Context: an optimization exercise on an open-source flow, tuned for small area and a short achievable clock period. The choices shown serve that exercise and are no tape-out recipe. Power and IR drop assume default switching activity.

harbor:
// cpu_top
module cpu_top (
	input  logic                i_clk,
	input  logic                i_rst_n,
	input  cpu_pkg::instr_t     i_instr,
	output cpu_pkg::pc_t        o_pc,
	output logic                o_dmem_we,
	output cpu_pkg::dmem_addr_t o_dmem_addr,
	output cpu_pkg::word_t      o_dmem_wdata,
	output cpu_pkg::status_t    o_status
);
Size in the first run: about 7700 cells after synthesis, ~0.13 mm^2 of cells after synthesis.
==> flow/config.mk <==
export PLATFORM = sky130hd
export DESIGN_NAME = cpu_top
export DESIGN_NICKNAME = cpu_top
export VERILOG_FILES = /design/flow/design.v
export SDC_FILE = /design/flow/constraint.sdc
export NUM_CORES = 8
export LEC_CHECK = 0
export CAP_MARGIN = 20
export CORE_MARGIN = 2
export CORE_UTILIZATION = 60
export PLACE_DENSITY = 0.7
export SETUP_SLACK_MARGIN = 5
export SLEW_MARGIN = 20
export SYNTH_HIERARCHICAL = 1
export SYNTH_MEMORY_MAX_BITS = 16384
export SYNTH_MINIMUM_KEEP_SIZE = 0
==> flow/constraint.sdc <==
create_clock -name core_clock -period 16.0 [get_ports {i_clk}]
set_input_delay 3.2000 -clock core_clock [delete_from_list [all_inputs] [get_ports {i_clk}]]
set_output_delay 3.2000 -clock core_clock [all_outputs]
set_load 0.01 [all_outputs]
standard.sh (not shown) runs the stock make flow with config.mk's settings and CLKGATE_MAP_FILE= SYNTH_SCRIPT=/design/flow/synth_recipe.tcl, a recipe that flattens the netlist after the stock synthesis.
==> flow/flow/run.sh <==
#!/bin/bash
# The standard layout with these changes: synthesis sees a strong driver
# and a light load on each module port, so it leaves cells at their smallest
# size; resizing may change a cell's footprint; port buffers are buf_4; timing
# repair aims at a larger setup margin; the clock tree uses clkbuf_8 without
# dummy loads.
set -euo pipefail
bash standard.sh \
  ABC_LOAD_IN_FF=1 \
  ABC_DRIVER_CELL=sky130_fd_sc_hd__buf_4 \
  MATCH_CELL_FOOTPRINT=0 \
  SETUP_SLACK_MARGIN=8 \
  TNS_END_PERCENT=20 \
  BUFFER_PORTS_ARGS="-buffer_cell sky130_fd_sc_hd__buf_4" \
  CTS_ARGS="-sink_clustering_enable -repair_clock_nets -dont_use_dummy_load -buf_list sky130_fd_sc_hd__clkbuf_8 -sink_clustering_size 16 -sink_clustering_max_diameter 70" \
  finish > make.log 2>&1
harbor | stages: all done | timing, DRC, antenna: all pass
Relative to harbor, the following input files were edited for indigo:
-- flow/flow/run.sh --
<<< harbor, line 10
  ABC_DRIVER_CELL=sky130_fd_sc_hd__buf_4 \
  MATCH_CELL_FOOTPRINT=0 \
  SETUP_SLACK_MARGIN=8 \
  TNS_END_PERCENT=20 \
  BUFFER_PORTS_ARGS="-buffer_cell sky130_fd_sc_hd__buf_4" \
>>> indigo, line 10
  ABC_DRIVER_CELL=sky130_fd_sc_hd__buf_4 \
  MATCH_CELL_FOOTPRINT=0 \
  SETUP_SLACK_MARGIN=7 \
  TNS_END_PERCENT=20 \
  BUFFER_PORTS_ARGS="-buffer_cell sky130_fd_sc_hd__buf_4" \
[summary]
Fraction of power consumed by combinational cells in indigo is 0.2 points lower than in harbor
There was hardly any difference in multi-input gate share of the layout cell area between harbor and indigo.
Sort indigo and harbor by peak per-stage delay on the critical path asc -> top: indigo
The endpoint of the most critical setup path comes out o_dmem_wdata[11] in one run and o_dmem_wdata[25] in the other, namely in indigo and harbor respectively.
Input-level comparison between juniper and indigo:
# indigo
export LEC_CHECK = 0
export CAP_MARGIN = 20
export CORE_MARGIN = 2
export CORE_UTILIZATION = 60
export PLACE_DENSITY = 0.7
export SETUP_SLACK_MARGIN = 5
export SLEW_MARGIN = 20
export SYNTH_HIERARCHICAL = 1
export SYNTH_MEMORY_MAX_BITS = 16384
export SYNTH_MINIMUM_KEEP_SIZE = 0
create_clock -name core_clock -period 16.0 [get_ports {i_clk}]
# juniper
export LEC_CHECK = 0
export CAP_MARGIN = 20
export CORE_MARGIN = 2
export CORE_UTILIZATION = 60
export PLACE_DENSITY = 0.85
export SETUP_SLACK_MARGIN = 5
export SLEW_MARGIN = 20
export SYNTH_HIERARCHICAL = 1
export SYNTH_MEMORY_MAX_BITS = 16384
export SYNTH_MINIMUM_KEEP_SIZE = 0
create_clock -name core_clock -period 16.0 [get_ports {i_clk}]
### Flow results
juniper reached the end of the flow, and the finished layout is clean on the timing, DRC and antenna checks.
In terms of signed area change from the synthesized netlist to the final layout, indigo and juniper differ only marginally.
Compared to indigo, juniper has all-layer global routing usage 1.5 points lower.
Route | juniper vs indigo | wire shorter in juniper
On final cycle utilization of the critical path: between juniper and indigo, it ends up lower for indigo.
First-pass GRT wire length for juniper: 2.2% down relative to indigo
juniper -> indigo: number of setup violations in the final report flat
juniper against indigo: clock period minus worst slack moved up, register-to-register slack moved down, multi-input combinational gate total level, final cell count without fillers moved up.
The following lists how fjord was set up differently from juniper:
# juniper
export LEC_CHECK = 0
export CAP_MARGIN = 20
export CORE_MARGIN = 2
export CORE_UTILIZATION = 60
export PLACE_DENSITY = 0.85
export SETUP_SLACK_MARGIN = 5
export SLEW_MARGIN = 20
export SYNTH_HIERARCHICAL = 1
export SYNTH_MEMORY_MAX_BITS = 16384
export SYNTH_MINIMUM_KEEP_SIZE = 0
create_clock -name core_clock -period 16.0 [get_ports {i_clk}]
# fjord
export LEC_CHECK = 0
export CAP_MARGIN = 20
export CORE_MARGIN = 2
export CORE_UTILIZATION = 60
export GPL_ROUTABILITY_DRIVEN = 0
export PLACE_DENSITY = 0.7
export SETUP_SLACK_MARGIN = 5
export SLEW_MARGIN = 20
export SYNTH_HIERARCHICAL = 1
export SYNTH_MEMORY_MAX_BITS = 16384
export SYNTH_MINIMUM_KEEP_SIZE = 0
create_clock -name core_clock -period 16.0 [get_ports {i_clk}]
Diff juniper -> fjord | area occupied by multi-input gates | up slightly. fjord ends up with a initial antenna violation count that is about 10% lower than in juniper. Lower via count was reported by fjord, not juniper. fjord ends up with lower cell depth of the worst flop-to-flop path than juniper does. Summary: with juniper as the reference, power consumed by combinational cells in fjord moved down by a few percent. Compared to juniper, fjord has layout net count 49 lower. Status: instance area at placement parity (juniper, fjord).
No functional check of the RTL was part of any run of this note.

[port drivers added, routing unchanged]
Ports are ideal in the flow. The routed layouts listed here were re-timed in OpenROAD. Step 1, drivers: a clkbuf_16 drives i_clk and a buf_2 each remaining input, both assumed. Step 2, shift: input delay + t, output delay - t, t = (earliest + latest rising clock arrival at the registers) / 2. This alone moves slack from input paths to output paths. Three values: ideal, step 1, step 2; two values: the first two.
| run | t, ns | setup slack, ns | worst slew at a driven data input, ns | cell pins on the clock port's net |
|---|---|---|---|---|
| harbor | 1.114 | 6.797 / 6.670 / 6.480 | 0.19 | 1 |
| indigo | 1.146 | 6.775 / 6.711 / 6.324 | 0.19 | 1 |
| juniper | 1.116 | 6.673 / 6.599 / 6.378 | 0.21 | 1 |
| fjord | 1.105 | 6.837 / 6.783 / 6.245 | 0.22 | 1 |
After both steps every run listed still meets setup and hold. The setup slack of fjord, which loses most, moves by -0.054 ns with the drivers and by -0.592 ns with both steps.
